Context: an optimization exercise on an open-source flow, tuned for small area. The choices shown serve that exercise and are no tape-out recipe. Only simulation tests tie the RTL to the original design; equivalence was not proved. Power and IR drop assume default switching activity.

==> module ex_stage, before the edit <==
module ex_stage
#(
    parameter int XLEN = 32
) (
    input  logic            clk,
    input  logic            rst,
    input  logic            in_valid,
    input  logic [6:0]      opcode,
    input  logic [2:0]      funct3,
    input  logic [6:0]      funct7,
    input  logic [XLEN-1:0] rs1_data,
    input  logic [XLEN-1:0] rs2_data,
    input  logic [XLEN-1:0] imm,
    input  logic [XLEN-1:0] pc,
    output logic            out_valid,
    output logic [XLEN-1:0] out_result,
    output logic            out_illegal,
    output logic            redirect_valid,
    output logic [XLEN-1:0] redirect_pc
);
    logic is_op, is_opi, is_lui, is_auipc, is_jal, is_jalr, is_br;
    logic arith, link, f7n, f7a, bad;
    assign is_op    = (opcode == 7'b0110011);
    assign is_opi   = (opcode == 7'b0010011);
    assign is_lui   = (opcode == 7'b0110111);
    assign is_auipc = (opcode == 7'b0010111);
    assign is_jal   = (opcode == 7'b1101111);
    assign is_jalr  = (opcode == 7'b1100111);
    assign is_br    = (opcode == 7'b1100011);
    assign arith    = is_op | is_opi;
    assign link     = is_jal | is_jalr;
    assign f7n      = (funct7 == 7'b0000000);
    assign f7a      = (funct7 == 7'b0100000);
    assign bad = ~(arith | is_lui | is_auipc | link | is_br)
               | (is_op  & (funct3 == 3'b000 || funct3 == 3'b101) & ~(f7n | f7a))
               | (is_opi & (funct3 == 3'b101) & ~(f7n | f7a))
               | (arith  & (funct3 == 3'b001) & ~f7n)
               | (is_br  & (funct3[2:1] == 2'b01));
    logic sel_pc, sel_rev, sel_rs1, sel_four, sel_rs2, sub;
    assign sel_pc   = opcode[2] & (opcode[6] | ~opcode[5]);
    assign sel_rev  = ~opcode[2] & ~opcode[6] & (funct3 == 3'b001);
    assign sel_rs1  = ~opcode[2] & ~sel_rev;
    assign sel_four = opcode[2] & opcode[6];
    assign sel_rs2  = ~opcode[2] & opcode[5];
    assign sub = ~opcode[2] & (opcode[6] | (~funct3[2] & (funct3[1] | (~funct3[0] & opcode[5] & funct7[5]))));
    logic [31:0] rs1_rev, a, bx;
    always_comb begin
        for (int i = 0; i < 32; i++) begin
            rs1_rev[i] = rs1_data[31-i];
        end
    end
    assign a  = (pc & {32{sel_pc}}) | (rs1_rev & {32{sel_rev}}) | (rs1_data & {32{sel_rs1}});
    logic sel_imm;
    assign sel_imm = ~sel_rs2 & ~sel_four;
    assign bx = (rs2_data & {32{sel_rs2 & ~sub}}) | (~rs2_data & {32{sel_rs2 & sub}})
              | (imm & {32{sel_imm & ~sub}}) | (~imm & {32{sel_imm & sub}})
              | {29'd0, sel_four, 2'd0};
    logic [31:0] p, g, sum;
    assign p = a ^ bx;
    assign g = a & bx;
    logic        co;
    pg_add u_add (.p(p), .g(g), .ci(sub), .s(sum), .co(co));
    logic uns, lt, eq;
    assign uns = opcode[6] ? funct3[1] : funct3[0];
    assign lt  = ~co ^ (~uns & ~p[31]);              
    assign eq  = &p;
    logic [31:0] sr, sr_rev;
    logic        fill;
    assign fill = funct3[2] & funct7[5] & a[31];
    assign sr   = 32'($signed({fill, a}) >>> bx[4:0]);    
    always_comb begin
        for (int i = 0; i < 32; i++) begin
            sr_rev[i] = sr[31-i];
        end
    end
    logic redir, keep;
    logic s_sum, s_sll, s_srl, s_lt, s_x, s_a, alu;
    assign keep  = ~bad & ~redir;
    assign alu   = keep & ~opcode[2] & ~opcode[6];
    assign s_sum = keep & (opcode[2] | (~opcode[6] & (funct3 == 3'b000)));
    assign s_sll = alu & (funct3 == 3'b001);
    assign s_lt  = alu & (funct3[2:1] == 2'b01);
    assign s_srl = alu & (funct3 == 3'b101);
    assign s_x   = alu & funct3[2] & ~funct3[0];                       
    assign s_a   = alu & funct3[2] & funct3[1];                        
    logic [31:0] res, t1;
    assign res = (sum & {32{s_sum}}) | (sr_rev & {32{s_sll}}) | (sr & {32{s_srl}})
               | (p & {32{s_x}}) | (g & {32{s_a}}) | {31'd0, lt & s_lt}
               | (t1 & {32{redir}});
    logic [31:0] tb, tsum, tgt;
    logic        taken;
    logic tjalr;
    assign tjalr = opcode[2] & ~opcode[3];
    assign tb    = tjalr ? rs1_data : pc;
    pg_add u_tgt (.p(tb ^ imm), .g(tb & imm), .ci(1'b0), .s(tsum), .co());
    assign tgt   = tsum & {31'h7fffffff, ~tjalr};
    assign taken = opcode[6] & (opcode[2] | ((funct3[2] ? lt : eq) ^ funct3[0]));
    logic        v1, ill1, tk1;
    logic [31:0] r1;
    assign redir = v1 & tk1 & ~ill1;
    always_ff @(posedge clk) begin
        v1   <= in_valid & ~rst & ~redir;
        ill1 <= bad;
        tk1  <= taken;
        r1   <= res;
        t1   <= tgt;
    end
    assign redirect_pc = r1;
    logic accept;
    assign accept = v1 & ~rst;
    always_ff @(posedge clk) begin
        out_valid      <= accept;
        out_illegal    <= accept & ill1;
        redirect_valid <= accept & tk1 & ~ill1;
        out_result     <= r1;
    end
endmodule
export LEC_CHECK = 0
export CAP_MARGIN = 20
export CORE_MARGIN = 2
export CORE_UTILIZATION = 60
export SLEW_MARGIN = 20
create_clock -name core_clock -period 7.0 [get_ports {clk}]
standard.sh (not shown) runs the stock make flow with config.mk's settings and CLKGATE_MAP_FILE= SYNTH_SCRIPT=/design/flow/synth_recipe.tcl, a recipe that flattens the netlist after the stock synthesis.
==> flow/flow/run.sh <==
#!/bin/bash
# The standard layout, with these changes:
#  - ABC maps with this folder's script (flow/abc.script, via flow/my_synth.tcl);
#  - full adder cells are left out, so ABC maps those gates itself;
#  - ports get the smallest buffer (buf_1);
#  - CTS adds no dummy loads to balance the clock tree.
set -euo pipefail
here=$(pwd)
cat > "$here/my_config.mk" <<EOF
include $here/config.mk
export DONT_USE_CELLS += $(cat "$here/flow/dont_use.txt")
EOF
bash standard.sh DESIGN_CONFIG="$here/my_config.mk" SYNTH_SCRIPT="$here/flow/my_synth.tcl" \
    BUFFER_PORTS_ARGS="-buffer_cell sky130_fd_sc_hd__buf_1" \
    CTS_ARGS="-sink_clustering_enable -repair_clock_nets -dont_use_dummy_load" finish > standard.log 2>&1
==> flow/flow/abc.script <==
strash
&get -n
&st
&dch
&nf -R 1000
&put
topo
stime -c
buffer -c
upsize -c
dnsize -c
==> flow/flow/dont_use.txt <==
sky130_fd_sc_hd__fa_1 sky130_fd_sc_hd__fa_2 sky130_fd_sc_hd__fa_4
==> flow/flow/my_synth.tcl <==
# The standard flow's synthesis, with ABC run on this folder's script instead of ORFS's
set ::my_flow_dir [file dirname [file normalize [info script]]]
proc abc {args} {
  set i [lsearch $args -script]
  if {$i >= 0} {
    lset args [expr {$i + 1}] [file join $::my_flow_dir abc.script]
  }
  yosys abc {*}$args
}
source [file join $::my_flow_dir .. synth_recipe.tcl]
Rerun with:
--- a/flow/design.v
+++ b/flow/design.v
@@ -103,13 +103,33 @@
     assign uns = opcode[6] ? funct3[1] : funct3[0];
     assign lt  = ~co ^ (~uns & ~p[31]);              
     assign eq  = &p;
-    logic [31:0] sr, sr_rev;
+    logic [31:0] sr_lo, sr_hi, sr_lo_rev, sr_hi_rev;
     logic        fill;
     assign fill = funct3[2] & funct7[5] & a[31];
-    assign sr   = 32'($signed({fill, a}) >>> bx[4:0]);    
-    always_comb begin
-        for (int i = 0; i < 32; i++) begin
-            sr_rev[i] = sr[31-i];
+    always_comb begin
+        logic [31:0] x, z;
+        logic [3:0] d, e;
+        for (int k = 0; k < 4; k++) begin
+            d[k] = (bx[1:0] == k);
+            e[k] = (bx[3:2] == k);
+        end
+        for (int i = 0; i < 32; i++) begin
+            x[i] = 1'b0;
+            for (int k = 0; k < 4; k++) x[i] = x[i] | (d[k] & ((i + k < 32) ? a[i + k] : fill));
+        end
+        for (int i = 0; i < 32; i++) begin
+            z[i] = 1'b0;
+            for (int k = 0; k < 4; k++) z[i] = z[i] | (e[k] & ((i + 4*k < 32) ? x[i + 4*k] : fill));
+        end
+        for (int i = 0; i < 32; i++) begin
+            sr_lo[i] = z[i];
+            sr_hi[i] = (i + 16 < 32) ? z[i + 16] : fill;
+        end
+    end
+    always_comb begin
+        for (int i = 0; i < 32; i++) begin
+            sr_lo_rev[i] = sr_lo[31-i];
+            sr_hi_rev[i] = sr_hi[31-i];
         end
     end
     logic redir, keep;
@@ -123,7 +143,9 @@
     assign s_x   = alu & funct3[2] & ~funct3[0];                       
     assign s_a   = alu & funct3[2] & funct3[1];                        
     logic [31:0] res, t1;
-    assign res = (sum & {32{s_sum}}) | (sr_rev & {32{s_sll}}) | (sr & {32{s_srl}})
+    assign res = (sum & {32{s_sum}})
+               | (sr_lo_rev & {32{s_sll & ~bx[4]}}) | (sr_hi_rev & {32{s_sll & bx[4]}})
+               | (sr_lo & {32{s_srl & ~bx[4]}}) | (sr_hi & {32{s_srl & bx[4]}})
                | (p & {32{s_x}}) | (g & {32{s_a}}) | {31'd0, lt & s_lt}
                | (t1 & {32{redir}});
     logic [31:0] tb, tsum, tgt;
The new run finished clean.
Sequential power hardly moves.
Combinational power decreases by 3.3%.
Wire length climbs by 6.6%.
Final area goes down by 1.0%.
Flip-flop and latch count stays the same.


The RTL this note starts from:
==> flow/design.v <==
package rv_pkg;
    localparam int XLEN = 32;                      
    typedef enum logic [6:0] {
        OPC_OP     = 7'b0110011,
        OPC_OP_IMM = 7'b0010011,
        OPC_LUI    = 7'b0110111,
        OPC_AUIPC  = 7'b0010111,
        OPC_JAL    = 7'b1101111,
        OPC_JALR   = 7'b1100111,
        OPC_BRANCH = 7'b1100011
    } opcode_e;
    typedef enum logic [3:0] {
        ALU_ADD, ALU_SUB, ALU_SLL, ALU_SLT, ALU_SLTU, ALU_XOR,
        ALU_SRL, ALU_SRA, ALU_OR, ALU_AND, ALU_PASS_B
    } alu_op_e;
    typedef enum logic [3:0] {
        BR_NONE, BR_BEQ, BR_BNE, BR_BLT, BR_BGE, BR_BLTU, BR_BGEU, BR_JAL, BR_JALR
    } br_op_e;
    typedef enum logic [1:0] {
        WB_NONE, WB_ALU, WB_LINK
    } wb_sel_e;
    localparam logic [6:0] FUNCT7_NORM = 7'b0000000;   
    localparam logic [6:0] FUNCT7_ALT  = 7'b0100000;   
    localparam logic [2:0] F3_ADD_SUB = 3'b000;
    localparam logic [2:0] F3_SLL     = 3'b001;
    localparam logic [2:0] F3_SLT     = 3'b010;
    localparam logic [2:0] F3_SLTU    = 3'b011;
    localparam logic [2:0] F3_XOR     = 3'b100;
    localparam logic [2:0] F3_SRL_SRA = 3'b101;
    localparam logic [2:0] F3_OR      = 3'b110;
    localparam logic [2:0] F3_AND     = 3'b111;
    localparam logic [2:0] F3_BEQ  = 3'b000;           
    localparam logic [2:0] F3_BNE  = 3'b001;
    localparam logic [2:0] F3_BLT  = 3'b100;
    localparam logic [2:0] F3_BGE  = 3'b101;
    localparam logic [2:0] F3_BLTU = 3'b110;
    localparam logic [2:0] F3_BGEU = 3'b111;
endpackage
`timescale 1ns/1ps
module ex_stage
#(
    parameter int XLEN = 32
) (
    input  logic            clk,
    input  logic            rst,
    input  logic            in_valid,
    input  logic [6:0]      opcode,
    input  logic [2:0]      funct3,
    input  logic [6:0]      funct7,
    input  logic [XLEN-1:0] rs1_data,
    input  logic [XLEN-1:0] rs2_data,
    input  logic [XLEN-1:0] imm,
    input  logic [XLEN-1:0] pc,
    output logic            out_valid,
    output logic [XLEN-1:0] out_result,
    output logic            out_illegal,
    output logic            redirect_valid,
    output logic [XLEN-1:0] redirect_pc
);
    logic is_op, is_opi, is_lui, is_auipc, is_jal, is_jalr, is_br;
    logic arith, link, f7n, f7a, bad;
    assign is_op    = (opcode == 7'b0110011);
    assign is_opi   = (opcode == 7'b0010011);
    assign is_lui   = (opcode == 7'b0110111);
    assign is_auipc = (opcode == 7'b0010111);
    assign is_jal   = (opcode == 7'b1101111);
    assign is_jalr  = (opcode == 7'b1100111);
    assign is_br    = (opcode == 7'b1100011);
    assign arith    = is_op | is_opi;
    assign link     = is_jal | is_jalr;
    assign f7n      = (funct7 == 7'b0000000);
    assign f7a      = (funct7 == 7'b0100000);
    assign bad = ~(arith | is_lui | is_auipc | link | is_br)
               | (is_op  & (funct3 == 3'b000 || funct3 == 3'b101) & ~(f7n | f7a))
               | (is_opi & (funct3 == 3'b101) & ~(f7n | f7a))
               | (arith  & (funct3 == 3'b001) & ~f7n)
               | (is_br  & (funct3[2:1] == 2'b01));
    logic sel_pc, sel_rev, sel_rs1, sel_four, sel_rs2, sub;
    assign sel_pc   = opcode[2] & (opcode[6] | ~opcode[5]);
    assign sel_rev  = ~opcode[2] & ~opcode[6] & (funct3 == 3'b001);
    assign sel_rs1  = ~opcode[2] & ~sel_rev;
    assign sel_four = opcode[2] & opcode[6];
    assign sel_rs2  = ~opcode[2] & opcode[5];
    assign sub = ~opcode[2] & (opcode[6] | (~funct3[2] & (funct3[1] | (~funct3[0] & opcode[5] & funct7[5]))));
    logic [31:0] rs1_rev, a, bx;
    always_comb begin
        for (int i = 0; i < 32; i++) begin
            rs1_rev[i] = rs1_data[31-i];
        end
    end
    assign a  = (pc & {32{sel_pc}}) | (rs1_rev & {32{sel_rev}}) | (rs1_data & {32{sel_rs1}});
    logic sel_imm;
    assign sel_imm = ~sel_rs2 & ~sel_four;
    assign bx = (rs2_data & {32{sel_rs2 & ~sub}}) | (~rs2_data & {32{sel_rs2 & sub}})
              | (imm & {32{sel_imm & ~sub}}) | (~imm & {32{sel_imm & sub}})
              | {29'd0, sel_four, 2'd0};
    logic [31:0] p, g, sum;
    assign p = a ^ bx;
    assign g = a & bx;
    logic        co;
    pg_add u_add (.p(p), .g(g), .ci(sub), .s(sum), .co(co));
    logic uns, lt, eq;
    assign uns = opcode[6] ? funct3[1] : funct3[0];
    assign lt  = ~co ^ (~uns & ~p[31]);              
    assign eq  = &p;
    logic [31:0] sr, sr_rev;
    logic        fill;
    assign fill = funct3[2] & funct7[5] & a[31];
    assign sr   = 32'($signed({fill, a}) >>> bx[4:0]);    
    always_comb begin
        for (int i = 0; i < 32; i++) begin
            sr_rev[i] = sr[31-i];
        end
    end
    logic redir, keep;
    logic s_sum, s_sll, s_srl, s_lt, s_x, s_a, alu;
    assign keep  = ~bad & ~redir;
    assign alu   = keep & ~opcode[2] & ~opcode[6];
    assign s_sum = keep & (opcode[2] | (~opcode[6] & (funct3 == 3'b000)));
    assign s_sll = alu & (funct3 == 3'b001);
    assign s_lt  = alu & (funct3[2:1] == 2'b01);
    assign s_srl = alu & (funct3 == 3'b101);
    assign s_x   = alu & funct3[2] & ~funct3[0];                       
    assign s_a   = alu & funct3[2] & funct3[1];                        
    logic [31:0] res, t1;
    assign res = (sum & {32{s_sum}}) | (sr_rev & {32{s_sll}}) | (sr & {32{s_srl}})
               | (p & {32{s_x}}) | (g & {32{s_a}}) | {31'd0, lt & s_lt}
               | (t1 & {32{redir}});
    logic [31:0] tb, tsum, tgt;
    logic        taken;
    logic tjalr;
    assign tjalr = opcode[2] & ~opcode[3];
    assign tb    = tjalr ? rs1_data : pc;
    pg_add u_tgt (.p(tb ^ imm), .g(tb & imm), .ci(1'b0), .s(tsum), .co());
    assign tgt   = tsum & {31'h7fffffff, ~tjalr};
    assign taken = opcode[6] & (opcode[2] | ((funct3[2] ? lt : eq) ^ funct3[0]));
    logic        v1, ill1, tk1;
    logic [31:0] r1;
    assign redir = v1 & tk1 & ~ill1;
    always_ff @(posedge clk) begin
        v1   <= in_valid & ~rst & ~redir;
        ill1 <= bad;
        tk1  <= taken;
        r1   <= res;
        t1   <= tgt;
    end
    assign redirect_pc = r1;
    logic accept;
    assign accept = v1 & ~rst;
    always_ff @(posedge clk) begin
        out_valid      <= accept;
        out_illegal    <= accept & ill1;
        redirect_valid <= accept & tk1 & ~ill1;
        out_result     <= r1;
    end
endmodule
module pg_add #(
    parameter int N = 32
) (
    input  logic [N-1:0] p,
    input  logic [N-1:0] g,
    input  logic         ci,
    output logic [N-1:0] s,
    output logic         co
);
    logic [N-1:0] gg, pp;
    always_comb begin
        gg = g;
        pp = p;
        gg[0] = g[0] | (p[0] & ci);
        for (int l = 0; (1 << l) < N; l++) begin
            for (int i = (2 << l) - 1; i < N; i += (2 << l)) begin
                gg[i] = gg[i] | (pp[i] & gg[i - (1 << l)]);
                pp[i] = pp[i] & pp[i - (1 << l)];
            end
        end
        for (int l = 4; l >= 0; l--) begin
            for (int i = 3 * (1 << l) - 1; i < N; i += (2 << l)) begin
                gg[i] = gg[i] | (pp[i] & gg[i - (1 << l)]);
                pp[i] = pp[i] & pp[i - (1 << l)];
            end
        end
        s  = p ^ {gg[N-2:0], ci};
        co = gg[N-1];
    end
endmodule
clock: 7.0 ns
lec_check: 0
cap_margin: 20
core_margin: 2
core_utilization: 60
slew_margin: 20
==> flow/flow/run.sh <==
#!/bin/bash
# The standard layout, with these changes:
#  - ABC maps with this folder's script (flow/abc.script, via flow/my_synth.tcl);
#  - full adder cells are left out, so ABC maps those gates itself;
#  - ports get the smallest buffer (buf_1).
set -euo pipefail
here=$(pwd)
cat > "$here/my_config.mk" <<EOF
include $here/config.mk
export DONT_USE_CELLS += $(cat "$here/flow/dont_use.txt")
EOF
bash standard.sh DESIGN_CONFIG="$here/my_config.mk" SYNTH_SCRIPT="$here/flow/my_synth.tcl" \
    BUFFER_PORTS_ARGS="-buffer_cell sky130_fd_sc_hd__buf_1" finish > standard.log 2>&1
Scripts as last shown in full above: flow/flow/abc.script, flow/flow/dont_use.txt, flow/flow/my_synth.tcl
Rerun with:
--- a/flow/design.v
+++ b/flow/design.v
@@ -101,17 +101,37 @@
     pg_add u_add (.p(p), .g(g), .ci(sub), .s(sum), .co(co));
     logic uns, lt, eq;
     assign uns = opcode[6] ? funct3[1] : funct3[0];
     assign lt  = ~co ^ (~uns & ~p[31]);              
     assign eq  = &p;
-    logic [31:0] sr, sr_rev;
+    logic [31:0] sr_lo, sr_hi, sr_lo_rev, sr_hi_rev;
     logic        fill;
     assign fill = funct3[2] & funct7[5] & a[31];
-    assign sr   = 32'($signed({fill, a}) >>> bx[4:0]);    
-    always_comb begin
-        for (int i = 0; i < 32; i++) begin
-            sr_rev[i] = sr[31-i];
+    always_comb begin
+        logic [31:0] x, z;
+        logic [3:0] d, e;
+        for (int k = 0; k < 4; k++) begin
+            d[k] = (bx[1:0] == k);
+            e[k] = (bx[3:2] == k);
+        end
+        for (int i = 0; i < 32; i++) begin
+            x[i] = 1'b0;
+            for (int k = 0; k < 4; k++) x[i] = x[i] | (d[k] & ((i + k < 32) ? a[i + k] : fill));
+        end
+        for (int i = 0; i < 32; i++) begin
+            z[i] = 1'b0;
+            for (int k = 0; k < 4; k++) z[i] = z[i] | (e[k] & ((i + 4*k < 32) ? x[i + 4*k] : fill));
+        end
+        for (int i = 0; i < 32; i++) begin
+            sr_lo[i] = z[i];
+            sr_hi[i] = (i + 16 < 32) ? z[i + 16] : fill;
+        end
+    end
+    always_comb begin
+        for (int i = 0; i < 32; i++) begin
+            sr_lo_rev[i] = sr_lo[31-i];
+            sr_hi_rev[i] = sr_hi[31-i];
         end
     end
     logic redir, keep;
     logic s_sum, s_sll, s_srl, s_lt, s_x, s_a, alu;
     assign keep  = ~bad & ~redir;
@@ -121,11 +141,13 @@
     assign s_lt  = alu & (funct3[2:1] == 2'b01);
     assign s_srl = alu & (funct3 == 3'b101);
     assign s_x   = alu & funct3[2] & ~funct3[0];                       
     assign s_a   = alu & funct3[2] & funct3[1];                        
     logic [31:0] res, t1;
-    assign res = (sum & {32{s_sum}}) | (sr_rev & {32{s_sll}}) | (sr & {32{s_srl}})
+    assign res = (sum & {32{s_sum}})
+               | (sr_lo_rev & {32{s_sll & ~bx[4]}}) | (sr_hi_rev & {32{s_sll & bx[4]}})
+               | (sr_lo & {32{s_srl & ~bx[4]}}) | (sr_hi & {32{s_srl & bx[4]}})
                | (p & {32{s_x}}) | (g & {32{s_a}}) | {31'd0, lt & s_lt}
                | (t1 & {32{redir}});
     logic [31:0] tb, tsum, tgt;
     logic        taken;
     logic tjalr;
Effect: Sequential cell count stays the same; wire length grows by 6.5%; global-route usage goes up by 3.6 points; design area drops by 1.1%; total power goes down by 2.3%; die area went down by 1.8%; synthesized cell count drops by 2.0%.

afterwards: timing with drivers on the ports:
The flow's constraints put no driver on any port. The routed layouts listed below were extracted and timed again, unchanged, in two steps. Step 1, drivers: a clkbuf_16 drives clk and a buf_2 each remaining input, both assumed. Step 2 adds t to the input delays and takes it off the output delays; t is the mean of the earliest and latest rising clock arrival at the registers after step 1. Input paths then give back, and output paths get back, about the clock's delay inside the block. Slacks: no drivers / after step 1 / after step 2; pairs: no drivers / after step 1.
run	shift t [ns]	slack for setup (ns)	hold WS [ns]
the first run of note 1	0.396	0.445 / 0.469 / 0.073	0.339 / 0.339 / 0.339
the second run of note 1	0.396	0.407 / 0.431 / 0.035	0.334 / 0.334 / 0.334
the first run of note 2	0.406	0.480 / 0.502 / 0.095	0.348 / 0.348 / 0.348
the second run of note 2	0.405	0.451 / 0.474 / 0.069	0.348 / 0.348 / 0.348
After both steps setup and hold are still met in every run listed. The setup slack of the first run of note 2, which loses most, moves by +0.022 ns with the drivers and by -0.385 ns with both steps.
